Context: an optimization exercise on an open-source flow, tuned for small area, a short achievable clock period and few clock cycles per item. The choices shown serve that exercise and are no tape-out recipe. RTL that was checked went through simulation tests only; none was proved equivalent to the original. Function not checked in runs 1 and 4: the RTL went through the layout flow alone. Power is estimated from default activity; no workload was simulated.

### design/flow/config.mk
export PLATFORM = sky130hd
export DESIGN_NAME = rc_stick_conditioner
export DESIGN_NICKNAME = rc_stick_conditioner
export VERILOG_FILES = /design/flow/design.v
export SDC_FILE = /design/flow/constraint.sdc
export NUM_CORES = 4
export LEC_CHECK = 0
export CAP_MARGIN = 20
export CORE_MARGIN = 2
export CORE_UTILIZATION = 40
export SLEW_MARGIN = 20
### design/flow/constraint.sdc
create_clock -name core_clock -period 10.0 [get_ports {i_clk}]
set_input_delay 2.0000 -clock core_clock [delete_from_list [all_inputs] [get_ports {i_clk}]]
set_output_delay 2.0000 -clock core_clock [all_outputs]
set_load 0.01 [all_outputs]
### design/flow/design.v
`timescale 1ns / 1ps
`default_nettype none
package rcsc_pkg;
    localparam int NUM_CH = 7;
    localparam int CH_THR = 0;
    localparam int CH_YAW = 1;
    localparam int CH_PIT = 2;
    localparam int CH_ROL = 3;
    localparam int CH_AX1 = 4;
    localparam int CH_AX2 = 5;
    localparam int CH_AX3 = 6;
    localparam int ADC_W  = 12;
    localparam int CHAN_W = 11;
    localparam int TRIM_W = 10;
    localparam int RAW_W  = 12;
    localparam int SQ_W   = 24;
    localparam logic [CHAN_W-1:0] CH_MIN = 11'd1000;
    localparam logic [CHAN_W-1:0] CH_MAX = 11'd2000;
    localparam logic [CHAN_W-1:0] CENTER = 11'd1500;
    localparam logic [CHAN_W-1:0] AUX_LO = 11'd1495;
    localparam logic [CHAN_W-1:0] AUX_HI = 11'd1505;
    localparam logic [SQ_W-1:0]   DEAD_SQ = 24'd625;
    typedef logic [ADC_W-1:0]  t_adc;
    typedef logic [CHAN_W-1:0] t_chan;
    typedef logic [RAW_W-1:0]  t_raw;
    typedef logic signed [TRIM_W-1:0] t_trim;
    typedef enum logic [2:0] {
        CFG_STICK_MODE   = 3'd0,
        CFG_OFS_THROTTLE = 3'd1,
        CFG_OFS_YAW      = 3'd2,
        CFG_OFS_PITCH    = 3'd3,
        CFG_OFS_ROLL     = 3'd4,
        CFG_OFS_AUX_ONE  = 3'd5,
        CFG_OFS_AUX_TWO  = 3'd6,
        CFG_OFS_AUX_THREE = 3'd7
    } t_cfg_idx;
    typedef struct packed {
        t_adc adc_aux_two;
        t_adc adc_aux_one;
        t_adc adc_aux_three;
        t_adc adc_stick_up;
        t_adc adc_yaw;
        t_adc adc_roll;
        t_adc adc_stick_down;
    } t_in_item;
    typedef struct packed {
        t_chan filtered_throttle;
        t_chan filtered_yaw;
        t_chan filtered_pitch;
        t_chan filtered_roll;
        t_chan filtered_aux_one;
        t_chan filtered_aux_two;
        t_chan filtered_aux_three;
    } t_out_item;
    typedef struct packed {
        logic load;
        logic adv;
    } t_pipe_ctl;
endpackage
`default_nettype wire
`timescale 1ns / 1ps
`default_nettype none
module rcsc_chan (
    input  wire logic        i_clk,
    input  wire logic        i_load,    
    input  wire logic        i_empty,   
    input  wire logic        i_full,    
    input  wire logic [9:0]  i_u,       
    output logic [10:0]      o_avg,     
    output logic             o_near,    
    output logic             o_aux      
);
    logic [9:0]  r_hist [5];
    logic [13:0] r_sum;
    logic [13:0] w_keep;
    logic [13:0] w_drop;
    logic [13:0] n_sum;
    assign w_keep = i_empty ? 14'd0 : r_sum;
    assign w_drop = i_full ? {4'b1111, ~r_hist[4]} : 14'd1000;
    assign n_sum  = w_keep + {4'b0000, i_u} + w_drop + {13'd0, i_full};
    always_ff @(posedge i_clk) begin
        if (i_load) begin
            r_sum     <= n_sum;
            r_hist[0] <= i_u;
            for (int i = 1; i < 5; i++) begin
                r_hist[i] <= r_hist[i-1];
            end
        end
    end
    always_comb begin
        logic [4:0] r;
        r = 5'b00001;
        o_avg = '0;
        for (int i = 13; i >= 0; i--) begin
            if (i <= 10) begin
                o_avg[i] = r[3] | r[4] | (r_sum[i] & r[2]);
            end
            if (r_sum[i]) begin
                r = {r[4], r[1], r[3], r[0], r[2]};    
            end else begin
                r = {r[2], r[4], r[1], r[3], r[0]};    
            end
        end
    end
    assign o_near = (r_sum >= 14'd7375) && (r_sum <= 14'd7629);
    assign o_aux  = (r_sum >= 14'd7480) && (r_sum <= 14'd7524);
endmodule
`default_nettype wire
`timescale 1ns / 1ps
`default_nettype none
module rc_stick_conditioner (
    input  wire logic        i_clk,
    input  wire logic        i_rst_n,
    input  wire logic        i_in_valid,
    output logic             o_in_ready,
    input  wire logic [11:0] i_adc_stick_down,
    input  wire logic [11:0] i_adc_roll,
    input  wire logic [11:0] i_adc_yaw,
    input  wire logic [11:0] i_adc_stick_up,
    input  wire logic [11:0] i_adc_aux_three,
    input  wire logic [11:0] i_adc_aux_one,
    input  wire logic [11:0] i_adc_aux_two,
    output logic             o_out_valid,
    input  wire logic        i_out_ready,
    output logic [10:0]      o_filtered_throttle,
    output logic [10:0]      o_filtered_yaw,
    output logic [10:0]      o_filtered_pitch,
    output logic [10:0]      o_filtered_roll,
    output logic [10:0]      o_filtered_aux_one,
    output logic [10:0]      o_filtered_aux_two,
    output logic [10:0]      o_filtered_aux_three,
    input  wire logic        i_cfg_we,
    input  wire logic [2:0]  i_cfg_idx,
    input  wire logic [9:0]  i_cfg_data
);
    localparam int NCH = rcsc_pkg::NUM_CH;
    logic        r_stick_mode;
    logic [10:0] r_kp_thr, r_kn_thr, r_kp_pit, r_kn_pit;
    logic [10:0] r_kp_yaw, r_kn_rol, r_kp_ax1, r_kp_ax2, r_kp_ax3;
    logic        r_vi;
    logic        r_vs;
    logic        r_ov;
    logic [2:0]  r_cnt;
    logic [9:0]  r_u [NCH];
    rcsc_pkg::t_out_item r_out;
    logic w_rdy_o;
    logic w_adv_s;
    logic w_rdy_s;
    logic w_adv_i;
    logic w_load;
    logic [9:0]  w_q [NCH];
    logic [10:0] w_k [NCH];
    logic [9:0]  w_u [NCH];
    logic [10:0] w_avg [NCH];
    logic        w_near [NCH];
    logic        w_aux [NCH];
    logic w_dead_ty;
    logic w_dead_pr;
    rcsc_pkg::t_out_item n_out;
    function automatic logic [9:0] limit(input logic [9:0] q, input logic [10:0] k);
        logic [11:0] x;
        x = {2'b00, q} + {k[10], k};
        if (x[11]) begin
            limit = 10'd0;
        end else if (x[10:0] > 11'd1000) begin
            limit = 10'd1000;
        end else begin
            limit = x[9:0];
        end
    endfunction
    function automatic logic [4:0] circle_lim(input logic [4:0] m);
        case (m)
            5'd0:  circle_lim = 5'd25;
            5'd1, 5'd2, 5'd3, 5'd4, 5'd5, 5'd6, 5'd7: circle_lim = 5'd24;
            5'd8, 5'd9:   circle_lim = 5'd23;
            5'd10, 5'd11: circle_lim = 5'd22;
            5'd12, 5'd13: circle_lim = 5'd21;
            5'd14, 5'd15: circle_lim = 5'd20;
            5'd16: circle_lim = 5'd19;
            5'd17: circle_lim = 5'd18;
            5'd18: circle_lim = 5'd17;
            5'd19: circle_lim = 5'd16;
            5'd20: circle_lim = 5'd15;
            5'd21: circle_lim = 5'd13;
            5'd22: circle_lim = 5'd11;
            5'd23: circle_lim = 5'd9;
            5'd24: circle_lim = 5'd7;
            default: circle_lim = 5'd0;
        endcase
    endfunction
    function automatic logic [4:0] center_dist(input logic [10:0] avg);
        logic [5:0] d;
        d = avg[5:0] - 6'd28;    
        center_dist = d[5] ? 5'(-d) : d[4:0];
    endfunction
    function automatic logic in_circle(input logic [10:0] a, input logic near_a,
                                       input logic [10:0] b, input logic near_b);
        in_circle = near_a && near_b && (center_dist(b) <= circle_lim(center_dist(a)));
    endfunction
    logic [10:0] w_cfg_kp;
    logic [10:0] w_cfg_kn;
    assign w_cfg_kp = -{i_cfg_data[9], i_cfg_data};
    assign w_cfg_kn = w_cfg_kp - 11'd23;
    always_ff @(posedge i_clk) begin
        if (!i_rst_n) begin
            r_stick_mode <= 1'b0;
            r_kp_thr <= '0;
            r_kn_thr <= -11'd23;
            r_kp_pit <= '0;
            r_kn_pit <= -11'd23;
            r_kp_yaw <= '0;
            r_kn_rol <= -11'd23;
            r_kp_ax1 <= '0;
            r_kp_ax2 <= '0;
            r_kp_ax3 <= '0;
        end else if (i_cfg_we) begin
            case (i_cfg_idx)
                rcsc_pkg::CFG_STICK_MODE:    r_stick_mode <= i_cfg_data[0];
                rcsc_pkg::CFG_OFS_THROTTLE: begin
                    r_kp_thr <= w_cfg_kp;
                    r_kn_thr <= w_cfg_kn;
                end
                rcsc_pkg::CFG_OFS_YAW:       r_kp_yaw <= w_cfg_kp;
                rcsc_pkg::CFG_OFS_PITCH: begin
                    r_kp_pit <= w_cfg_kp;
                    r_kn_pit <= w_cfg_kn;
                end
                rcsc_pkg::CFG_OFS_ROLL:      r_kn_rol <= w_cfg_kn;
                rcsc_pkg::CFG_OFS_AUX_ONE:   r_kp_ax1 <= w_cfg_kp;
                rcsc_pkg::CFG_OFS_AUX_TWO:   r_kp_ax2 <= w_cfg_kp;
                rcsc_pkg::CFG_OFS_AUX_THREE: r_kp_ax3 <= w_cfg_kp;
                default: ;
            endcase
        end
    end
    assign w_rdy_o    = !r_ov || i_out_ready;
    assign w_adv_s    = r_vs && w_rdy_o;
    assign w_rdy_s    = !r_vs || w_rdy_o;
    assign w_adv_i    = r_vi && w_rdy_s;
    assign o_in_ready = !r_vi || w_rdy_s;
    assign w_load     = i_in_valid && o_in_ready;
    always_ff @(posedge i_clk) begin
        if (!i_rst_n) begin
            r_vi  <= 1'b0;
            r_vs  <= 1'b0;
            r_ov  <= 1'b0;
            r_cnt <= 3'd0;
        end else begin
            if (w_load) begin
                r_vi <= 1'b1;
            end else if (w_adv_i) begin
                r_vi <= 1'b0;
            end
            if (w_adv_i) begin
                r_vs <= 1'b1;
            end else if (w_adv_s) begin
                r_vs <= 1'b0;
            end
            if (w_adv_s) begin
                r_ov <= 1'b1;
            end else if (i_out_ready) begin
                r_ov <= 1'b0;
            end
            if (w_adv_i && r_cnt != 3'd5) begin
                r_cnt <= r_cnt + 3'd1;
            end
        end
    end
    assign w_q[rcsc_pkg::CH_THR] = r_stick_mode ? i_adc_stick_up[11:2] : ~i_adc_stick_down[11:2];
    assign w_k[rcsc_pkg::CH_THR] = r_stick_mode ? r_kp_thr : r_kn_thr;
    assign w_q[rcsc_pkg::CH_PIT] = r_stick_mode ? ~i_adc_stick_down[11:2] : i_adc_stick_up[11:2];
    assign w_k[rcsc_pkg::CH_PIT] = r_stick_mode ? r_kn_pit : r_kp_pit;
    assign w_q[rcsc_pkg::CH_YAW] = i_adc_yaw[11:2];
    assign w_k[rcsc_pkg::CH_YAW] = r_kp_yaw;
    assign w_q[rcsc_pkg::CH_ROL] = ~i_adc_roll[11:2];
    assign w_k[rcsc_pkg::CH_ROL] = r_kn_rol;
    assign w_q[rcsc_pkg::CH_AX1] = i_adc_aux_one[11:2];
    assign w_k[rcsc_pkg::CH_AX1] = r_kp_ax1;
    assign w_q[rcsc_pkg::CH_AX2] = i_adc_aux_two[11:2];
    assign w_k[rcsc_pkg::CH_AX2] = r_kp_ax2;
    assign w_q[rcsc_pkg::CH_AX3] = i_adc_aux_three[11:2];
    assign w_k[rcsc_pkg::CH_AX3] = r_kp_ax3;
    for (genvar c = 0; c < NCH; c++) begin : g_chan
        assign w_u[c] = limit(w_q[c], w_k[c]);
        always_ff @(posedge i_clk) begin
            if (w_load) begin
                r_u[c] <= w_u[c];
            end
        end
        rcsc_chan u_chan (
            .i_clk   (i_clk),
            .i_load  (w_adv_i),
            .i_empty (r_cnt == 3'd0),
            .i_full  (r_cnt == 3'd5),
            .i_u     (r_u[c]),
            .o_avg   (w_avg[c]),
            .o_near  (w_near[c]),
            .o_aux   (w_aux[c])
        );
    end
    assign w_dead_ty = in_circle(w_avg[rcsc_pkg::CH_THR], w_near[rcsc_pkg::CH_THR],
                                 w_avg[rcsc_pkg::CH_YAW], w_near[rcsc_pkg::CH_YAW]);
    assign w_dead_pr = in_circle(w_avg[rcsc_pkg::CH_ROL], w_near[rcsc_pkg::CH_ROL],
                                 w_avg[rcsc_pkg::CH_PIT], w_near[rcsc_pkg::CH_PIT]);
    always_comb begin
        n_out.filtered_throttle  = w_dead_ty ? rcsc_pkg::CENTER : w_avg[rcsc_pkg::CH_THR];
        n_out.filtered_yaw       = w_dead_ty ? rcsc_pkg::CENTER : w_avg[rcsc_pkg::CH_YAW];
        n_out.filtered_pitch     = w_dead_pr ? rcsc_pkg::CENTER : w_avg[rcsc_pkg::CH_PIT];
        n_out.filtered_roll      = w_dead_pr ? rcsc_pkg::CENTER : w_avg[rcsc_pkg::CH_ROL];
        n_out.filtered_aux_one   = w_aux[rcsc_pkg::CH_AX1] ? rcsc_pkg::CENTER : w_avg[rcsc_pkg::CH_AX1];
        n_out.filtered_aux_two   = w_avg[rcsc_pkg::CH_AX2];
        n_out.filtered_aux_three = w_aux[rcsc_pkg::CH_AX3] ? rcsc_pkg::CENTER : w_avg[rcsc_pkg::CH_AX3];
    end
    always_ff @(posedge i_clk) begin
        if (w_adv_s) begin
            r_out <= n_out;
        end
    end
    assign o_out_valid          = r_ov;
    assign o_filtered_throttle  = r_out.filtered_throttle;
    assign o_filtered_yaw       = r_out.filtered_yaw;
    assign o_filtered_pitch     = r_out.filtered_pitch;
    assign o_filtered_roll      = r_out.filtered_roll;
    assign o_filtered_aux_one   = r_out.filtered_aux_one;
    assign o_filtered_aux_two   = r_out.filtered_aux_two;
    assign o_filtered_aux_three = r_out.filtered_aux_three;
endmodule
`default_nettype wire
### design/flow/run.sh
#!/bin/bash
# synth_recipe.tcl (not shown) runs the flow's synth.tcl, then flattens the netlist and writes it again
# the make line also repeats each setting of config.mk as NAME=value (left out here)
make -C /OpenROAD-flow-scripts/flow DESIGN_CONFIG=/design/flow/config.mk WORK_HOME=/design/flow/orfs CLKGATE_MAP_FILE= SYNTH_SCRIPT=/design/flow/synth_recipe.tcl finish
==> results by group, run 1 <==
Min path
  – Hold_sp: g_chan[3].u_chan.r_hist[2][2]$_DFFE_PP_
  – Hold crit path type: reg -> reg
  – Worst Hold Depth: 0
  – Hold Path End: g_chan[3].u_chan.r_hist[3][2]$_DFFE_PP_

Drt
  – Iteration-0 DRC count of the detailed router: between 2000 and 2500
  – DRC violation count after routing: 0
  – DR WL/cell: 16.9 um
  – DRT Wirelength: a little under 100000 um
  – Routed vias/inst: 5.33
  – Via count: roughly 30000
  – Pre-antenna DRT Iters: 5
  – DRT antenna net count: 0

Setup path
  – Reg2Reg Setup Slack: 2.14 ns
  – CP endpoint kind: register
  – Crit path launch type: register
  – RR Startpoint: g_chan[0].u_chan.r_sum[13]$_DFFE_PP_
  – Critical Path AT: 8.25 ns
  – Critical path class: reg -> reg
  – Max stage delay on crit path: 0.88 ns
  – Reg2Reg Depth: 28
  – Crit Path Max Fanout: 25
  – WP data required: 10.38 ns
  – Worst r2r dst: r_out[66]$_SDFFCE_PP0P_
  – Crit path max-delay cell type: edfxtp_1

Finish
  – Fillers: 10029
  – Nets: about 4600
  – Layout area overhead: 13.1%
  – Share of cells above drive strength 1: 7.16%
  – Util after Layout: 45.6%

Pwr
  – Reported leakage power: 19.0 nW
  – Largest vdd supply drop: approximately 0.00016 V
  – PwrDens: between 200 and 250 nW/um^2

Logic synthesis
  – Syn_area_per_cell: about 10 sq um
  – Post-synth ARST share: 0%
  – Top post-synthesis cells by area: edfxtp_1 41%, ha_1 6.0%, dfxtp_1 4.9%
  – Share of the synthesized area in the top cell type: 41.3%
  – Yosys warnings: 14
  – Sequential area share after synthesis: 46.2%
  – Synthesis-stage register bit count: 701
  – Ys flop type: edfxtp_1
  – Cell with the most instances after synthesis: edfxtp_1
  – Commonest cells in the netlist: 595 x edfxtp_1, 390 x nand2_1, 345 x inv_1, 285 x nor2_1, 273 x a21oi_1
  – Mapped Area: roughly 43000 sq um
  – Cells after synthesis: 4180
  – Synthesized netlist net count: 4575
  – Number of synthesized flops with an enable pin: roughly 600
  – Synth cell types: 110
  – Yosys top cell by area: edfxtp_1

CTS
  – Worst skew pair latency: 0.65 ns
  – CTS Buf Count: 82
  – H-tree levels: 3
  – Clk buf depth: 3
  – CTS Root Cell: clkbuf_16
  – Post-CTS Setup Bufs: 0
  – CTS tree: yes
  – Clk slew on worst S/H paths: 0.06 ns
  – PostCTS Resize Cnt: 0
  – CTS Hold Bufs: 0
  – Clk sinks: around 700

Die
  – Initial Util: around two fifths
  – Die Area: 111000 sq um
  – Die Ht: 333 um
  – Row Count: between 100 and 150
  – Io pins: 181
  – Core Region: 107000 sq um
  – Die Width: 333 um

STA
  – Final WS setup: 2.14 ns
  – Final slew viol count: 0
  – Setup Viol. Count Final: 0
  – Crit path time final: 7.86 ns
  – Max Freq: 0.127 GHz
  – Clock Skew: 0.0251 ns
  – Worst slew margin: 25.3%
  – Final hold vios: 0
  – Final period util: slightly below 80%
  – Worst-Margin Slew: approximately 1.1 ns
  – RSZ-0062 raised after global routing: false

GRT
  – Total congestion overflow: 0
  – Global-route wire length before repair: 155000 um
  – All-layer global routing usage: 17.2%
  – Largest net degree at the start of global routing: 193
  – Antenna violations before repair: 8
  – Vias in the first global route: 28887

Placed design
  – IO Port Bufs: 166
  – Post-place setup slack: 2.19 ns
  – RD Place Congestion: about 0.86
  – Post-DP HPWL: 68600 um

Run
  – Max cap viols: 0

Outcome
  – Outcome: no timing/DRC/antenna violations
==> routing by layer <==
| layer | wire [um] | vias to the layer above | global-route usage (%) |
|---|---|---|---|
| met2 | 43800 | 561 | 27.4 |
| met3 | 3960 | 144 | 2.61 |
| met4 | 2430 | 12 | 5.32 |
| li1 | - | 15250 | - |
| met5 | 80 | - | 0 |
| met1 | 46700 | 14509 | 24.3 |
==> registers in the layout, indices dropped and copies added (netlist names) <==
| signal | count |
|---|---|
| r_kn_thr | 11 |
| r_kp_yaw | 11 |
| r_kn_pit | 11 |
| g_chan.u_chan.r_hist | 350 |
| r_u | 70 |
| r_vs | 1 |
| r_vi | 1 |
| r_out | 77 |
| r_cnt | 3 |
| r_kp_ax2 | 11 |
| r_kp_ax3 | 11 |
| r_kp_thr | 11 |
| r_kn_rol | 11 |
| r_kp_pit | 11 |
| r_stick_mode | 1 |
| r_kp_ax1 | 11 |
| r_ov | 1 |
| g_chan.u_chan.r_sum | 98 |
==> cell families (layout without fill, tap and decap cells) <==
logic type / Yosys count / count (layout) / share of synthesized area [%]
and+or+nand+nor: 1234 / 1234 / 14.4
AOI/OAI and AO/OA: 1021 / 1021 / 15.9
DFF: 701 / 701 / 46.2
buffers and inverters: 575 / 708 / 5.30
adders and majority gates: 298 / 298 / 10.1
xor gates and xnor gates: 217 / 217 / 4.54
muxes: 134 / 134 / 3.55
other: 0 / 1 / 0
==> final cells by class <==
cell class / count / area [sq um] / share of cell area, %
Sequential cell: 701 / 20000 / 40.9
Inverter: 358 / 1340 / 2.75
Multi-Input combinational cell: 2904 / 21000 / 43.0
Clock buffer: 95 / 2140 / 4.38
Antenna cell: 1 / 2.50 / 0.00512
Tap cell: 1403 / 1760 / 3.59
Clock inverter: 56 / 737 / 1.51
Timing Repair Buffer: 199 / 1930 / 3.94
==> stage by stage <==
step	cell area (sq um)	TNS, ns	hold slack [ns]	power (W)	std cells
3_5_place_dp	46000	0	0.405	0.00704	5565
3_3_place_gp	46000	0	0.400	0.00699	5564
4_1_cts	48900	0	0.401	0.0103	5716
5_1_grt	48900	0	0.412	0.0108	5716
6_report	48900	0	0.404	0.0102	5717
2_1_floorplan	43300	-1.40	0.400	0.00631	4180
==> how the worst max path moves through the flow <==
stage | startpoint | end | slack [ns] | cells past startpoint
floorplan | i_out_ready | r_cnt[0]$_SDFFE_PN0P_ | -0.57 | 5
global placement | g_chan[0].u_chan.r_sum[13]$_DFFE_PP_ | r_out[66]$_SDFFCE_PP0P_ | 2.22 | 29
detailed placement | g_chan[0].u_chan.r_sum[13]$_DFFE_PP_ | r_out[66]$_SDFFCE_PP0P_ | 2.19 | 28
CTS | g_chan[0].u_chan.r_sum[13]$_DFFE_PP_ | r_out[66]$_SDFFCE_PP0P_ | 2.18 | 28
global route | g_chan[0].u_chan.r_sum[13]$_DFFE_PP_ | r_out[66]$_SDFFCE_PP0P_ | 1.51 | 28
finish | g_chan[0].u_chan.r_sum[13]$_DFFE_PP_ | r_out[66]$_SDFFCE_PP0P_ | 2.14 | 28
==> cell usage in the layout, fill, tap and decap left out, types with 17 or more instances in the layout <==
cell and n:
nor2b_1 53, mux2i_1 78, mux2_2 45, and2_1 94, o21a_1 22, a31oi_1 30
buf_4 31, clkdlybuf4s50_1 165, ha_1 208, inv_1 345, fa_1 84, nor3b_1 21
or3_1 18, edfxtp_1 595, dfxtp_1 105, o21bai_1 67, xor2_1 56, a21o_1 37
o21ai_0 155, and3_1 60, a211o_1 17, o221ai_1 17, or2_2 20, nor2_1 284
nand3_1 57, a21oi_1 273, nand2_1 389, xnor2_1 155, o211ai_1 49, clkbuf_16 84
o22ai_1 26, nand2b_1 64, a211oi_1 34, a21boi_0 85, nor3_1 48
==> power breakdown <==
part | switching [W] | total, W | internal, W
combinational | 0.00182 | 0.00325 | 0.00143
clock | 0.00127 | 0.00319 | 0.00192
sequential | 0.000255 | 0.00373 | 0.00347
total | 0.00334 | 0.0102 | 0.00682
==> worst max-delay path: cells and delay by family (launching register included) <==
family | cells | cell delay [ns]
flops | 1 | 0.88
xor+xnor | 2 | 0.51
buf+inv | 2 | 0.66
compound gates | 11 | 2.24
fa+ha+maj | 2 | 0.45
simple gates | 11 | 2.88
==> inputs of run 2 (changes only) <==
--- a/design/flow/design.v
+++ b/design/flow/design.v
@@ -74,2 +74,3 @@
     logic [13:0] r_sum;
+    logic [4:0]  r_rem;     
     logic [13:0] w_keep;
@@ -77,2 +78,9 @@
     logic [13:0] n_sum;
+    function automatic logic [4:0] div_step(input logic [4:0] r, input logic b);
+        div_step = b ? {r[4], r[1], r[3], r[0], r[2]}    
+                     : {r[2], r[4], r[1], r[3], r[0]};   
+    endfunction
+    function automatic logic div_bit(input logic [4:0] r, input logic b);
+        div_bit = r[3] | r[4] | (b & r[2]);
+    endfunction
     assign w_keep = i_empty ? 14'd0 : r_sum;
@@ -80,2 +88,9 @@
     assign n_sum  = w_keep + {4'b0000, i_u} + w_drop + {13'd0, i_full};
+    logic [4:0] n_rem;
+    always_comb begin
+        n_rem = 5'b00001;
+        for (int i = 13; i >= 8; i--) begin
+            n_rem = div_step(n_rem, n_sum[i]);
+        end
+    end
     always_ff @(posedge i_clk) begin
@@ -83,2 +98,3 @@
             r_sum     <= n_sum;
+            r_rem     <= n_rem;
             r_hist[0] <= i_u;
@@ -93,11 +109,12 @@
         o_avg = '0;
-        for (int i = 13; i >= 0; i--) begin
+        for (int i = 13; i >= 8; i--) begin
             if (i <= 10) begin
-                o_avg[i] = r[3] | r[4] | (r_sum[i] & r[2]);
-            end
-            if (r_sum[i]) begin
-                r = {r[4], r[1], r[3], r[0], r[2]};    
-            end else begin
-                r = {r[2], r[4], r[1], r[3], r[0]};    
+                o_avg[i] = div_bit(r, r_sum[i]);
             end
+            r = div_step(r, r_sum[i]);
+        end
+        r = r_rem;
+        for (int i = 7; i >= 0; i--) begin
+            o_avg[i] = div_bit(r, r_sum[i]);
+            r = div_step(r, r_sum[i]);
         end
@@ -170,26 +187,25 @@
     endfunction
-    function automatic logic [4:0] circle_lim(input logic [4:0] m);
-        case (m)
-            5'd0:  circle_lim = 5'd25;
-            5'd1, 5'd2, 5'd3, 5'd4, 5'd5, 5'd6, 5'd7: circle_lim = 5'd24;
-            5'd8, 5'd9:   circle_lim = 5'd23;
-            5'd10, 5'd11: circle_lim = 5'd22;
-            5'd12, 5'd13: circle_lim = 5'd21;
-            5'd14, 5'd15: circle_lim = 5'd20;
-            5'd16: circle_lim = 5'd19;
-            5'd17: circle_lim = 5'd18;
-            5'd18: circle_lim = 5'd17;
-            5'd19: circle_lim = 5'd16;
-            5'd20: circle_lim = 5'd15;
-            5'd21: circle_lim = 5'd13;
-            5'd22: circle_lim = 5'd11;
-            5'd23: circle_lim = 5'd9;
-            5'd24: circle_lim = 5'd7;
-            default: circle_lim = 5'd0;
-        endcase
-    endfunction
-    function automatic logic [4:0] center_dist(input logic [10:0] avg);
-        logic [5:0] d;
-        d = avg[5:0] - 6'd28;    
-        center_dist = d[5] ? 5'(-d) : d[4:0];
+    function automatic logic [4:0] center_dist(input logic [5:0] x);
+        logic [4:0] m;
+        m = 5'd0;
+        for (int v = 3; v <= 53; v++) begin
+            if (x == 6'(v)) begin
+                m = 5'(v > 28 ? v - 28 : 28 - v);
+            end
+        end
+        center_dist = m;
+    endfunction
+    function automatic logic [4:0] circle_lim(input logic [5:0] x);
+        logic [4:0] m;
+        m = 5'd0;
+        for (int v = 3; v <= 53; v++) begin
+            if (x == 6'(v)) begin
+                for (int l = 0; l <= 25; l++) begin
+                    if ((v - 28) * (v - 28) + l * l <= 625) begin
+                        m = 5'(l);
+                    end
+                end
+            end
+        end
+        circle_lim = m;
     endfunction
@@ -197,3 +213,3 @@
                                        input logic [10:0] b, input logic near_b);
-        in_circle = near_a && near_b && (center_dist(b) <= circle_lim(center_dist(a)));
+        in_circle = near_a && near_b && (center_dist(b[5:0]) <= circle_lim(a[5:0]));
     endfunction
--- a/design/flow/config.mk
+++ b/design/flow/config.mk
@@ -7,5 +7,9 @@
 export LEC_CHECK = 0
+export ABC_AREA = 1
 export CAP_MARGIN = 20
 export CORE_MARGIN = 2
-export CORE_UTILIZATION = 40
+export CORE_UTILIZATION = 55
+export CTS_BUF_LIST = sky130_fd_sc_hd__clkbuf_4 sky130_fd_sc_hd__clkbuf_8
+export PLACE_DENSITY = 0.7
+export SETUP_SLACK_MARGIN = 5
 export SLEW_MARGIN = 20
==> results by group, run 2 <==
Die
  – Core Region: 75800 sq um (-29%)
  – Die Width: 280 um (-16%)
  – Initial Util: 55.4% (+15 points)
  – Io pins: 181 (unchanged)
  – Row Count: 101 (-16%)
  – Die Area: 78700 sq um (-29%)
  – Die Ht: 280 um (-16%)

Drt
  – Iteration-0 DRC count of the detailed router: 2111 (-3.6%)
  – DRC violation count after routing: 0 (unchanged)
  – DR WL/cell: 16.3 um (-3.6%)
  – DRT antenna net count: 0 (unchanged)
  – Pre-antenna DRT Iters: 6 (+1)
  – Via count: 31356 (+2.9%)
  – DRT Wirelength: 96200 um (-0.72%)
  – Routed vias/inst: 5.32 (-0.13%)

Finish
  – Most frequent cells in the layout: 848 x nand2_1, 694 x inv_1, 630 x edfxtp_1, 391 x nor2_1, 280 x o21ai_0
  – Most common cell after layout, fill and taps aside: nand2_1
  – Largest register FFs: 350 (unchanged)
  – Share of cells above drive strength 1: 11.4% (+4.2 points)
  – Most flop-heavy register: g_chan.u_chan.r_hist
  – Nets: 5184 (+12%)
  – Util after Layout: 64.2% (+19 points)
  – Layout area overhead: 15.8%
  – Largest regs: g_chan.u_chan.r_hist: 350 flops, g_chan.u_chan.r_sum: 98 flops, r_out: 77 flops

Logic synthesis
  – Share of the synthesized area in the top cell type: 45.0% (+3.7 points)
  – Mapped Area: 42000 sq um (-2.8%)
  – Yosys top cell by area: edfxtp_1
  – Syn_area_per_cell: 9.30 sq um (-10%)
  – Commonest cells in the netlist: 861 x nand2_1, 706 x inv_1, 630 x edfxtp_1, 404 x nor2_1, 296 x o21ai_0
  – Ys flop type: edfxtp_1
  – Cell with the most instances after synthesis: nand2_1
  – Synthesis-stage register bit count: 736 (+5.0%)
  – Synthesized netlist net count: 4906 (+7.2%)
  – Synth cell types: 81 (-26%)
  – Post-synth ARST share: 0% (unchanged)
  – Cells after synthesis: 4523 (+8.2%)
  – Top post-synthesis cells by area: edfxtp_1 45%, nand2_1 7.7%, inv_1 6.3%
  – Number of synthesized flops with an enable pin: 630 (+5.9%)
  – Yosys warnings: 14 (unchanged)
  – Sequential area share after synthesis: 50.0% (+3.8 points)

GRT
  – Total congestion overflow: 0 (unchanged)
  – Vias in the first global route: 29374 (+1.7%)
  – Antenna violations before repair: 4 (-4)
  – Largest net degree at the start of global routing: 169 (-12%)
  – Global-route wire length before repair: 147000 um (-5.3%)
  – All-layer global routing usage: 23.5% (+6.2 points)

STA
  – Max Freq: 0.203 GHz (+59%)
  – Crit path time final: 4.93 ns (-2.93 ns)
  – Final slew viol count: 0 (unchanged)
  – Worst slew margin: 31.1% (+5.9 points)
  – Setup TNS Final: 0 ns (unchanged)
  – Clock Skew: 0.0427 ns (+0.0176 ns)
  – WHS: 0.394 ns (-0.0106 ns)
  – RSZ-0062 raised after global routing: true
  – Final period util: 49.3% (-29 points)
  – Setup Viol. Count Final: 0 (unchanged)
  – Final WS setup: 5.07 ns (+2.93 ns)
  – Worst-Margin Slew: 1.03 ns (-0.0916 ns)
  – Final hold vios: 0 (unchanged)

Outcome
  – Outcome: no timing/DRC/antenna violations

Setup path
  – Crit Path Max Fanout: 8 (-68%)
  – Cell mode on critical path: nand2_1
  – Max stage delay on crit path: 0.68 ns (-0.20 ns)
  – Crit path max-delay cell type: clkdlybuf4s50_1
  – WP data required: 10.67 ns (+0.29 ns)
  – Worst path cell trace: clkdlybuf4s50_1, inv_1, ha_1, nand2_1, nor2_1, inv_1, nor3_1, or2_2, nand2_1, inv_1, nand3_1, nor3_1, xor2_1, nand2_1, nand2_1
  – Critical Path AT: 5.60 ns (-2.65 ns)
  – Crit path launch type: input pin
  – Critical path class: in -> reg
  – CP endpoint kind: register

CTS
  – Clk slew on worst S/H paths: 0.06 ns (about the same)
  – Clk sinks: 736 (+5.0%)
  – Worst skew pair latency: 0.76 ns (+0.11 ns)
  – H-tree levels: 3 (unchanged)
  – CTS tree: yes
  – CTS Root Cell: clkbuf_8
  – CTS Buf Count: 120 (+46%)
  – Clk buf depth: 3 (unchanged)
  – CTS Hold Bufs: 0 (unchanged)

Pwr
  – Total power after layout: 0.0109 W (+7.8%)
  – PwrDens: 225 nW/um^2 (+8.2%)
  – Reported leakage power: 21.0 nW (+11%)
  – Largest vdd supply drop: 0.000183 V (+13%)

Min path
  – Hold crit path type: reg -> reg

Placed design
  – IO Port Bufs: 166 (unchanged)
  – RD Place Congestion: 0.890 (+3.8%)
  – Post-DP HPWL: 66000 um (-3.9%)
  – Post-place setup slack: 4.09 ns (+1.91 ns)

Run
  – Max cap viols: 0 (unchanged)
[run 2: layer usage]
| metal | track usage (%) | vias to the layer above | wire, um |
|---|---|---|---|
| li1 | - | 15778 | - |
| met1 | 32.3 | 14571 | 43500 |
| met2 | 37.8 | 837 | 44100 |
| met3 | 3.79 | 168 | 5470 |
| met4 | 8.34 | 2 | 3090 |
| met5 | 0 | - | 12 |
[run 2: where the power goes]
group / switching, W / leakage, nW / internal [W]
combinational: 0.00261 / 12.8 / 0.00142
clock: 0.00127 / 1.43 / 0.00164
sequential: 0.000200 / 6.78 / 0.00381
[run 2: final cells by class]
| class | instances | area [sq um] |
|---|---|---|
| antenna | 5 | 12.5 |
| multi-input combinational | 2967 | 18400 |
| timing repair buffer | 234 | 2420 |
| timing repair inverter | 1 | 11.3 |
| clock buffer | 164 | 2020 |
| tap | 978 | 1220 |
| clock inverter | 64 | 679 |
| inverter | 741 | 2850 |
| fill | 6181 | 27100 |
| sequential | 736 | 21000 |
[run 2: cell families after synthesis]
group | Yosys count | synth area share (%)
DFF | 736 | 50.0
adders and majority gates | 281 | 9.86
muxes | 22 | 0.562
buffers and inverters | 821 | 7.42
and+or+nand+nor | 1634 | 16.4
xor gates and xnor gates | 167 | 3.62
AOI/OAI and AO/OA | 862 | 12.1
[run 2: path summary, 6_finish.rpt]
kind	from	end	slack, ns	cells after the start
worst min register to register	g_chan[2].u_chan.r_hist[3][4]$_DFFE_PP_	g_chan[2].u_chan.r_hist[4][4]$_DFFE_PP_	0.39	0
worst min-delay path	g_chan[2].u_chan.r_hist[3][4]$_DFFE_PP_	g_chan[2].u_chan.r_hist[4][4]$_DFFE_PP_	0.39	0
worst max-delay path	i_cfg_data[0]	r_kn_rol[9]$_SDFFE_PN1P_	5.07	15
worst max register to register	r_cnt[1]$_SDFFE_PN0P_	g_chan[0].u_chan.r_rem[3]$_DFFE_PP_	5.19	29
[run 2: what timing repair did]
action	4_1_cts	5_1_grt
hold endpoints to repair	0	0
resized for setup	29	140
gates cloned	1	8
buffers inserted	0	40
setup endpoints to repair	68	78
pin swaps	1	30
[run 2: critical path, delay by kind of cell]
| kind | cells | cell delay, ns |
|---|---|---|
| buf+inv | 4 | 1.44 |
| simple gates | 9 | 1.38 |
| xor+xnor | 1 | 0.52 |
| fa+ha+maj | 1 | 0.25 |
[run 2: through the flow]
| step | instances | instance area [sq um] |
|---|---|---|
| 2_1_floorplan | 4523 | 42100 |
| 3_3_place_gp | 5608 | 44800 |
| 3_5_place_dp | 5608 | 44800 |
| 4_1_cts | 5837 | 47600 |
| 5_1_grt | 5889 | 48700 |
| 6_report | 5890 | 48700 |
Testbench counts of run 2, summed over its fixed seeds: cycles 16,024, items 16,000.
==> inputs of run 3 (changes only) <==
--- a/design/flow/config.mk
+++ b/design/flow/config.mk
@@ -10,5 +10,3 @@
 export CORE_MARGIN = 2
-export CORE_UTILIZATION = 55
-export CTS_BUF_LIST = sky130_fd_sc_hd__clkbuf_4 sky130_fd_sc_hd__clkbuf_8
-export PLACE_DENSITY = 0.7
+export CORE_UTILIZATION = 40
 export SETUP_SLACK_MARGIN = 5
==> results by group, run 3 <==
Setup path
  – Reg2Reg Setup Slack: 5.21 ns (+0.02 ns)
  – WP data required: 8.00 ns (-2.67 ns)
  – Crit path max-delay cell type: clkdlybuf4s15_1
  – Critical path class: in -> out
  – CP endpoint kind: output pin
  – Worst path cell trace: clkdlybuf4s15_1, inv_12, nand2_4, nor2_2, nand2_1, dlygate4sd2_1
  – Worst Path Buf+Inv: 3 (-1)
  – Crit path launch type: input pin
  – Max stage delay on crit path: 0.29 ns (-0.39 ns)
  – Crit path max-delay family: buffers and inverters
  – Critical Path AT: 2.94 ns (-2.66 ns)
  – Crit Path Max Fanout: 3 (-5)

Placed design
  – IO Port Bufs: 166 (unchanged)
  – RD Place Congestion: 0.845 (-5.1%)
  – DP Cell Count: 6009 (+7.2%)
  – Post-DP HPWL: 68400 um (+3.7%)
  – Post-place setup slack: 4.03 ns (-0.0627 ns)

GRT
  – All-layer global routing usage: 17.2% (-6.3 points)
  – Vias in the first global route: 28891 (-1.6%)
  – Antenna violations before repair: 6 (+2)
  – Global-route wire length before repair: 149000 um (+0.97%)
  – Total congestion overflow: 0 (unchanged)
  – Largest net degree at the start of global routing: 200 (+18%)

CTS
  – Worst skew pair latency: 0.64 ns (-0.12 ns)
  – Clk sinks: 736 (unchanged)
  – CTS tree: yes
  – CTS Hold Bufs: 0 (unchanged)
  – Clk buf depth: 3 (unchanged)
  – CTS Buf Count: 83 (-31%)
  – CTS Root Cell: clkbuf_16
  – Clk slew on worst S/H paths: 0.06 ns (about the same)
  – H-tree levels: 3 (unchanged)

Min path
  – Hold crit path type: reg -> reg

Finish
  – Most flop-heavy register: g_chan.u_chan.r_hist
  – Most common cell after layout, fill and taps aside: nand2_1
  – Layout area overhead: 17.4%
  – Share of cells above drive strength 1: 9.63% (-1.8 points)
  – Nets: 5159 (-0.48%)
  – Largest regs: g_chan.u_chan.r_hist: 350 flops, g_chan.u_chan.r_sum: 98 flops, r_out: 77 flops
  – Fillers: 9788 (+58%)
  – Final non-filler cell total: 6225 (+5.7%)
  – Largest register FFs: 350 (unchanged)
  – Util after Layout: 47.5% (-17 points)
  – Most frequent cells in the layout: 855 x nand2_1, 697 x inv_1, 630 x edfxtp_1, 387 x nor2_1, 277 x o21ai_0

Pwr
  – Reported leakage power: 21.0 nW (about the same)
  – Switching share of total power: 36.4% (-0.76 points)
  – Reg power frac: 36.0% (-0.7 points)
  – PwrDens: 226 nW/um^2 (+0.58%)
  – Int Pwr: 0.00710 W (+3.2%)
  – Largest vdd supply drop: 0.000119 V (-35%)
  – Clock network power share: 28.2% (+1.6 points)
  – Comb pwr share: 35.8% (-1.0 points)
  – Net Switching: 0.00407 W (-0.11%)

Outcome
  – Outcome: no timing/DRC/antenna violations

Logic synthesis
  – Top post-synthesis cells by area: edfxtp_1 45%, nand2_1 7.7%, inv_1 6.3%
  – Synthesis-stage register bit count: 736 (unchanged)
  – Number of synthesized flops with an enable pin: 630 (unchanged)
  – Sequential area share after synthesis: 50.0% (unchanged)
  – Cell with the most instances after synthesis: nand2_1
  – Synthesized netlist net count: 4906 (unchanged)
  – Mapped Area: 42000 sq um (unchanged)
  – Commonest cells in the netlist: 861 x nand2_1, 706 x inv_1, 630 x edfxtp_1, 404 x nor2_1, 296 x o21ai_0
  – Post-synth ARST share: 0% (unchanged)
  – Syn_area_per_cell: 9.30 sq um (unchanged)
  – Yosys warnings: 14 (unchanged)
  – Share of the synthesized area in the top cell type: 45.0% (unchanged)
  – Synth cell types: 81 (unchanged)
  – Yosys top cell by area: edfxtp_1
  – Ys flop type: edfxtp_1
  – Cells after synthesis: 4523 (unchanged)

Die
  – Initial Util: 40.4% (-15 points)
  – Row Count: 118 (+17%)
  – Core Region: 104000 sq um (+37%)
  – Die Area: 108000 sq um (+37%)
  – Die Width: 328 um (+17%)
  – Io pins: 181 (unchanged)
  – Die Ht: 328 um (+17%)

STA
  – Crit path time final: 4.94 ns (+0.00851 ns)
  – Max Freq: 0.202 GHz (-0.17%)
  – Final slew viol count: 0 (unchanged)
  – Final period util: 49.4% (+0.085 points)
  – WHS: 0.411 ns (+0.0167 ns)
  – RSZ-0062 raised after global routing: true
  – Setup TNS Final: 0 ns (unchanged)
  – Final WS setup: 5.06 ns (-0.00851 ns)
  – Clock Skew: 0.0305 ns (-0.0122 ns)
  – Worst-Margin Slew: 1.12 ns (+0.0935 ns)
  – Setup Viol. Count Final: 0 (unchanged)
  – Final hold vios: 0 (unchanged)
  – Worst slew margin: 25.1% (-6.0 points)

Run
  – Max cap viols: 0 (unchanged)

Drt
  – Routed vias/inst: 4.97 (-6.7%)
  – Via count: 30929 (-1.4%)
  – DRT Wirelength: 99000 um (+2.9%)
  – DRT antenna net count: 0 (unchanged)
  – Pre-antenna DRT Iters: 6 (unchanged)
  – Iteration-0 DRC count of the detailed router: 2307 (+9.3%)
  – DRC violation count after routing: 0 (unchanged)
  – DR WL/cell: 15.9 um (-2.7%)
-- run 3: area by class of cell --
type | count | area, sq um | share of cell area (%)
multi-input cells | 2966 | 18300 | 37.2
flip-flops and latches | 736 | 21000 | 42.6
repair buffers | 247 | 2580 | 5.23
clock buffers | 102 | 2260 | 4.58
clock inverters | 48 | 563 | 1.14
well taps | 1380 | 1730 | 3.50
repair inverters | 1 | 8.76 | 0.0177
inverters | 741 | 2840 | 5.74
diodes | 4 | 10.0 | 0.0203
-- run 3: path summary, 6_finish.rpt --
| kind | start | end | depth (start not counted) |
|---|---|---|---|
| worst min-delay path | g_chan[2].u_chan.r_hist[1][3]$_DFFE_PP_ | g_chan[2].u_chan.r_hist[2][3]$_DFFE_PP_ | 0 |
| worst max register to register | r_cnt[1]$_SDFFE_PN0P_ | g_chan[2].u_chan.r_rem[1]$_DFFE_PP_ | 29 |
| worst min register to register | g_chan[2].u_chan.r_hist[1][3]$_DFFE_PP_ | g_chan[2].u_chan.r_hist[2][3]$_DFFE_PP_ | 0 |
| worst max-delay path | i_out_ready | o_in_ready | 6 |
-- run 3: timing repair --
action / CTS / global route
gates cloned: 0 / 10
endpoints found under the setup margin: 59 / 99
resized for setup: 19 / 127
hold endpoints to repair: 0 / 0
pin swaps: 1 / 37
setup buffers: 2 / 50
-- run 3: layer usage --
metal  wire [um]  GRT usage, %  part of all wire [%]  up-vias
li1            -             -                     -    15709
met1       47700          24.5                    48    14428
met2       43600          26.5                    44      644
met3        5000          2.64                   5.0      148
met4        2650          6.05                   2.7        0
met5           0             0                     0        -
-- run 3: cells by family (layout without fill, tap and decap cells) --
group	after synthesis	in the layout	synth area share, %
AOI/OAI and AO/OA	862	862	12.1
xor gates and xnor gates	167	167	3.62
adders and majority gates	281	281	9.86
buffers and inverters	821	1139	7.42
DFF	736	736	50.0
muxes	22	22	0.562
other	0	4	0
and+or+nand+nor	1634	1634	16.4
-- run 3: per-stage QoR --
step	instance area (sq um)	power, W
5_1_grt	49400	0.0120
4_1_cts	48200	0.0110
6_report	49400	0.0112
3_5_place_dp	45300	0.00784
2_1_floorplan	42100	0.00696
3_3_place_gp	45300	0.00778
-- run 3: power by group through the flow --
| stage | registers (W) | logic, W | clock network [W] |
|---|---|---|---|
| after floorplan | 0.00402 | 0.00294 | 0 |
| after global placement | 0.00408 | 0.00370 | 0 |
| after detailed placement | 0.00409 | 0.00375 | 0 |
| after CTS | 0.00403 | 0.00378 | 0.00324 |
| after global routing | 0.00405 | 0.00457 | 0.00335 |
| final | 0.00402 | 0.00400 | 0.00315 |
==> inputs of run 4 (changes only) <==
--- a/design/flow/design.v
+++ b/design/flow/design.v
@@ -75,2 +75,3 @@
     logic [4:0]  r_rem;     
+    logic [2:0]  r_qhi;     
     logic [13:0] w_keep;
@@ -89,5 +90,10 @@
     logic [4:0] n_rem;
+    logic [2:0] n_qhi;
     always_comb begin
         n_rem = 5'b00001;
+        n_qhi = '0;
         for (int i = 13; i >= 8; i--) begin
+            if (i <= 10) begin
+                n_qhi[i-8] = div_bit(n_rem, n_sum[i]);
+            end
             n_rem = div_step(n_rem, n_sum[i]);
@@ -99,2 +105,3 @@
             r_rem     <= n_rem;
+            r_qhi     <= n_qhi;
             r_hist[0] <= i_u;
@@ -107,10 +114,3 @@
         logic [4:0] r;
-        r = 5'b00001;
-        o_avg = '0;
-        for (int i = 13; i >= 8; i--) begin
-            if (i <= 10) begin
-                o_avg[i] = div_bit(r, r_sum[i]);
-            end
-            r = div_step(r, r_sum[i]);
-        end
+        o_avg[10:8] = r_qhi;
         r = r_rem;
==> design/flow/flow/run.sh (new file) <==
#!/bin/bash
# The standard layout (standard.sh), with timing repair aimed at a 4.5 ns
# period (setup slack margin 5.5 ns at the fixed 10 ns clock) and plain
# buf_1 port buffers. Each tool's output goes to its own log here.
set -euo pipefail
bash standard.sh SETUP_SLACK_MARGIN=5.5 "BUFFER_PORTS_ARGS=-buffer_cell sky130_fd_sc_hd__buf_1" finish > standard_flow.log 2>&1
==> design/flow/standard.sh (new file) <==
#!/bin/bash
# synth_recipe.tcl (not shown) runs the flow's synth.tcl, then flattens the netlist and writes it again
# the make line also repeats each setting of config.mk as NAME=value (left out here)
make -C /OpenROAD-flow-scripts/flow DESIGN_CONFIG=/design/flow/config.mk WORK_HOME=/design/flow/orfs CLKGATE_MAP_FILE= SYNTH_SCRIPT=/design/flow/synth_recipe.tcl "${@:-finish}"
--- a/design/flow/config.mk
+++ b/design/flow/config.mk
@@ -10,4 +10,4 @@
 export CORE_MARGIN = 2
-export CORE_UTILIZATION = 40
-export SETUP_SLACK_MARGIN = 5
+export CORE_UTILIZATION = 55
+export PLACE_DENSITY = 0.7
 export SLEW_MARGIN = 20
removed: design/flow/run.sh
==> results by group, run 4 <==
Outcome
  – Outcome: no timing/DRC/antenna violations

Setup path
  – RR Startpoint: r_cnt[0]$_SDFFE_PN0P_
  – Crit Path Max Fanout: 5 (+2)
  – Reg2Reg Setup Slack: 5.14 ns (-0.07 ns)
  – Critical Path AT: 5.35 ns (+2.41 ns)
  – Max stage delay on crit path: 0.49 ns (+0.20 ns)
  – Crit path max-delay cell type: fa_1
  – Reg2Reg Depth: 32 (+10%)
  – WP data required: 10.49 ns (+2.49 ns)
  – Critical path class: reg -> reg
  – Worst r2r dst: g_chan[3].u_chan.r_rem[0]$_DFFE_PP_
  – Crit path launch type: register
  – Cell mode on critical path: nand2_1
  – CP endpoint kind: register

Pwr
  – Reported leakage power: 21.9 nW (+4.3%)
  – PwrDens: 243 nW/um^2 (+7.2%)
  – Total power after layout: 0.0124 W (+11%)
  – Largest vdd supply drop: 0.000139 V (+16%)

Die
  – Io pins: 181 (unchanged)
  – Die Area: 78900 sq um (-27%)
  – Die Width: 281 um (-14%)
  – Initial Util: 55.5% (+15 points)
  – Core Region: 75900 sq um (-27%)
  – Die Ht: 281 um (-14%)
  – Row Count: 101 (-14%)

GRT
  – Antenna violations before repair: 0 (-6)
  – Total congestion overflow: 0 (unchanged)
  – Vias in the first global route: 29342 (+1.6%)
  – All-layer global routing usage: 24.1% (+7.0 points)
  – Global-route wire length before repair: 150000 um (+0.99%)
  – Largest net degree at the start of global routing: 171 (-14%)

STA
  – Max Freq: 0.206 GHz (+1.7%)
  – Crit path time final: 4.86 ns (-0.0839 ns)
  – Setup TNS Final: 0 ns (unchanged)
  – Final period util: 48.6% (-0.84 points)
  – Worst-Margin Slew: 0.995 ns (-0.129 ns)
  – Final WS setup: 5.14 ns (+0.0839 ns)
  – Worst slew margin: 33.7% (+8.6 points)
  – Final slew viol count: 0 (unchanged)
  – Final hold vios: 0 (unchanged)
  – Setup Viol. Count Final: 0 (unchanged)
  – RSZ-0062 raised after global routing: true
  – Clock Skew: 0.0266 ns (-0.00398 ns)

Drt
  – Pre-antenna DRT Iters: 7 (+1)
  – DRC violation count after routing: 0 (unchanged)
  – DRT Wirelength: 102000 um (+3.0%)
  – Iteration-0 DRC count of the detailed router: 2519 (+9.2%)
  – DRT antenna net count: 0 (unchanged)
  – Routed vias/inst: 5.38 (+8.3%)
  – DR WL/cell: 17.1 um (+7.8%)
  – Via count: 31998 (+3.5%)

CTS
  – Clk sinks: 757 (+2.9%)
  – Worst skew pair latency: 0.64 ns (about the same)
  – Clk buf depth: 3 (unchanged)
  – H-tree levels: 3 (unchanged)
  – CTS tree: yes
  – CTS Root Cell: clkbuf_16
  – Clk slew on worst S/H paths: 0.06 ns (about the same)
  – CTS Buf Count: 81 (-2.4%)

Finish
  – Most flop-heavy register: g_chan.u_chan.r_hist
  – Share of cells above drive strength 1: 20.6% (+11 points)
  – Most frequent cells in the layout: 780 x nand2_1, 655 x inv_1, 651 x edfxtp_1, 312 x nor2_1, 220 x o21ai_0
  – Largest regs: g_chan.u_chan.r_hist: 350 flops, g_chan.u_chan.r_sum: 98 flops, r_out: 77 flops
  – Most common cell after layout, fill and taps aside: nand2_1
  – Nets: 5229 (+1.4%)
  – Layout area overhead: 21.4%
  – ANT cells: 0 (-4)
  – Largest register FFs: 350 (unchanged)

Placed design
  – IO Port Bufs: 166 (unchanged)
  – RD Place Congestion: 0.909 (+7.6%)
  – Post-place setup slack: 4.44 ns (+0.413 ns)
  – Post-DP HPWL: 62800 um (-8.2%)

Logic synthesis
  – Synthesized netlist net count: 4818 (-1.8%)
  – Number of synthesized flops with an enable pin: 651 (+3.3%)
  – Syn_area_per_cell: 9.51 sq um (+2.3%)
  – Yosys warnings: 14 (unchanged)
  – Cells after synthesis: 4435 (-1.9%)
  – Ys flop type: edfxtp_1
  – Commonest cells in the netlist: 875 x nand2_1, 690 x inv_1, 651 x edfxtp_1, 395 x nor2_1, 247 x a21oi_1
  – Mapped Area: 42200 sq um (+0.27%)
  – Synth cell types: 74 (-8.6%)
  – Synthesis-stage register bit count: 757 (+2.9%)
  – Sequential area share after synthesis: 51.4% (+1.4 points)
  – Top post-synthesis cells by area: edfxtp_1 46%, nand2_1 7.8%, inv_1 6.1%
  – Share of the synthesized area in the top cell type: 46.4% (+1.4 points)
  – Cell with the most instances after synthesis: nand2_1
  – Post-synth ARST share: 0% (unchanged)
  – Yosys top cell by area: edfxtp_1

Min path
  – Hold Path End: g_chan[2].u_chan.r_hist[4][8]$_DFFE_PP_
  – Worst Hold Depth: 0 (unchanged)
  – Hold crit path type: reg -> reg
  – Hold_sp: g_chan[2].u_chan.r_hist[3][8]$_DFFE_PP_

Run
  – Max cap viols: 0 (unchanged)
==> run 4: changes by cell type after synthesis, sizes merged, moves of 8 or more <==
cell,delta
nor2,-16
o21ai,-74
or2,+22
a211oi,-9
edfxtp,+21
nand2,+15
inv,-25
a21oi,-8
==> run 4: logic make-up (layout without fill, tap and decap cells) <==
group	Yosys count	in the layout	share of synthesized area, %
and+or+nand+nor	1647	1647	16.3
buffers and inverters	799	1279	7.25
AOI/OAI and AO/OA	759	759	10.9
DFF	757	757	51.4
adders and majority gates	281	281	9.84
xor gates and xnor gates	174	174	3.85
muxes	18	18	0.457
==> run 4: power breakdown <==
| part | leakage (nW) | switching [W] | internal, W |
|---|---|---|---|
| sequential | 6.98 | 0.000205 | 0.00399 |
| clock | 1.29 | 0.00131 | 0.00172 |
| combinational | 13.7 | 0.00328 | 0.00191 |
==> run 4: area by class of cell <==
cell class | count | area, sq um
clock buffer | 107 | 2180
clock inverter | 45 | 508
fill | 5640 | 24800
inverter | 714 | 2770
multi-input combinational | 2879 | 19700
sequential | 757 | 21700
tap | 1030 | 1290
timing repair buffer | 411 | 3050
timing repair inverter | 2 | 17.5
==> run 4: through the flow <==
| stage | instance area (sq um) | util, % | instances | hold slack [ns] |
|---|---|---|---|---|
| 3_5_place_dp | 43900 | 57.9 | 5569 | 0.405 |
| 4_1_cts | 48800 | 64.3 | 5844 | 0.399 |
| 2_1_floorplan | 42200 | - | 4435 | 0.400 |
| 6_report | 51200 | 67.4 | 5945 | 0.403 |
| 3_3_place_gp | 43900 | 57.9 | 5569 | 0.400 |
| 5_1_grt | 51200 | 67.4 | 5945 | 0.401 |
==> run 4: worst max-delay path by stage <==
stage                     cells after the start  slack [ns]                                      end                                start
after floorplan                               6       -0.30  g_chan[0].u_chan.r_hist[0][0]$_DFFE_PP_                          i_out_ready
after global placement                       30        4.54      g_chan[2].u_chan.r_rem[1]$_DFFE_PP_                r_cnt[0]$_SDFFE_PN0P_
after detailed placement                     30        4.44      g_chan[2].u_chan.r_rem[1]$_DFFE_PP_                r_cnt[0]$_SDFFE_PN0P_
after CTS                                    33        5.37                  r_out[50]$_SDFFCE_PP1P_  g_chan[2].u_chan.r_sum[7]$_DFFE_PP_
after global routing                         30        4.93      g_chan[0].u_chan.r_rem[3]$_DFFE_PP_                r_cnt[1]$_SDFFE_PN0P_
final                                        32        5.14      g_chan[3].u_chan.r_rem[0]$_DFFE_PP_                r_cnt[0]$_SDFFE_PN0P_
==> run 4: worst max-delay path: cells and delay by family, from the launching register on <==
kind	cells	cell delay [ns]
AOI/OAI and AO/OA	8	1.13
DFF	1	0.38
buffers and inverters	5	0.48
adders and majority gates	3	0.99
xor gates and xnor gates	1	0.28
and+or+nand+nor	15	1.41
==> run 4: routing by layer <==
layer	track usage, %	up-vias	wire length, um
met5	0	-	0
met4	8.65	0	3500
met3	3.72	240	6290
met2	38.1	1054	47800
met1	33.9	15031	44400
li1	-	15673	-
==> run 4: what timing repair did <==
| item | CTS | global route |
|---|---|---|
| gates resized for setup | 261 | 392 |
| hold buffers | 0 | 0 |
| pin swaps | 103 | 197 |
| cloned | 11 | 2 |
| setup buffers | 112 | 98 |
| endpoints found under the setup margin | 138 | 139 |
| hold endpoints to repair | 0 | 0 |

re-timing with driven ports:
Ports are ideal in the flow. The routed layouts listed here were re-timed in OpenROAD.
Step 1: set_driving_cell puts a clkbuf_16 on i_clk and a buf_2 on each other input, an assumption about the parent block.
Step 2 adds t to the input delays and takes it off the output delays; t is the mean of the earliest and latest rising clock arrival at the registers after step 1. Input paths then give back, and output paths get back, about the clock's delay inside the block.
Slacks: ideal / step 1 / step 2; pairs: ideal / step 1.
run | shift t [ns] | setup WS [ns] | worst slew at a driven data input, ns | cell pins on the clock port's net
run 1 | 0.709 | 2.137 / 2.137 / 2.137 | 0.12 | 1
run 2 | 0.808 | 5.067 / 5.108 / 4.299 | 0.13 | 1
run 3 | 0.701 | 5.058 / 5.035 / 4.593 | 0.16 | 1
run 4 | 0.692 | 5.142 / 5.142 / 5.057 | 0.05 | 1
After both steps setup and hold are still met in every run listed. The setup slack of run 2, which loses most, moves by +0.041 ns with the drivers and by -0.768 ns with both steps.
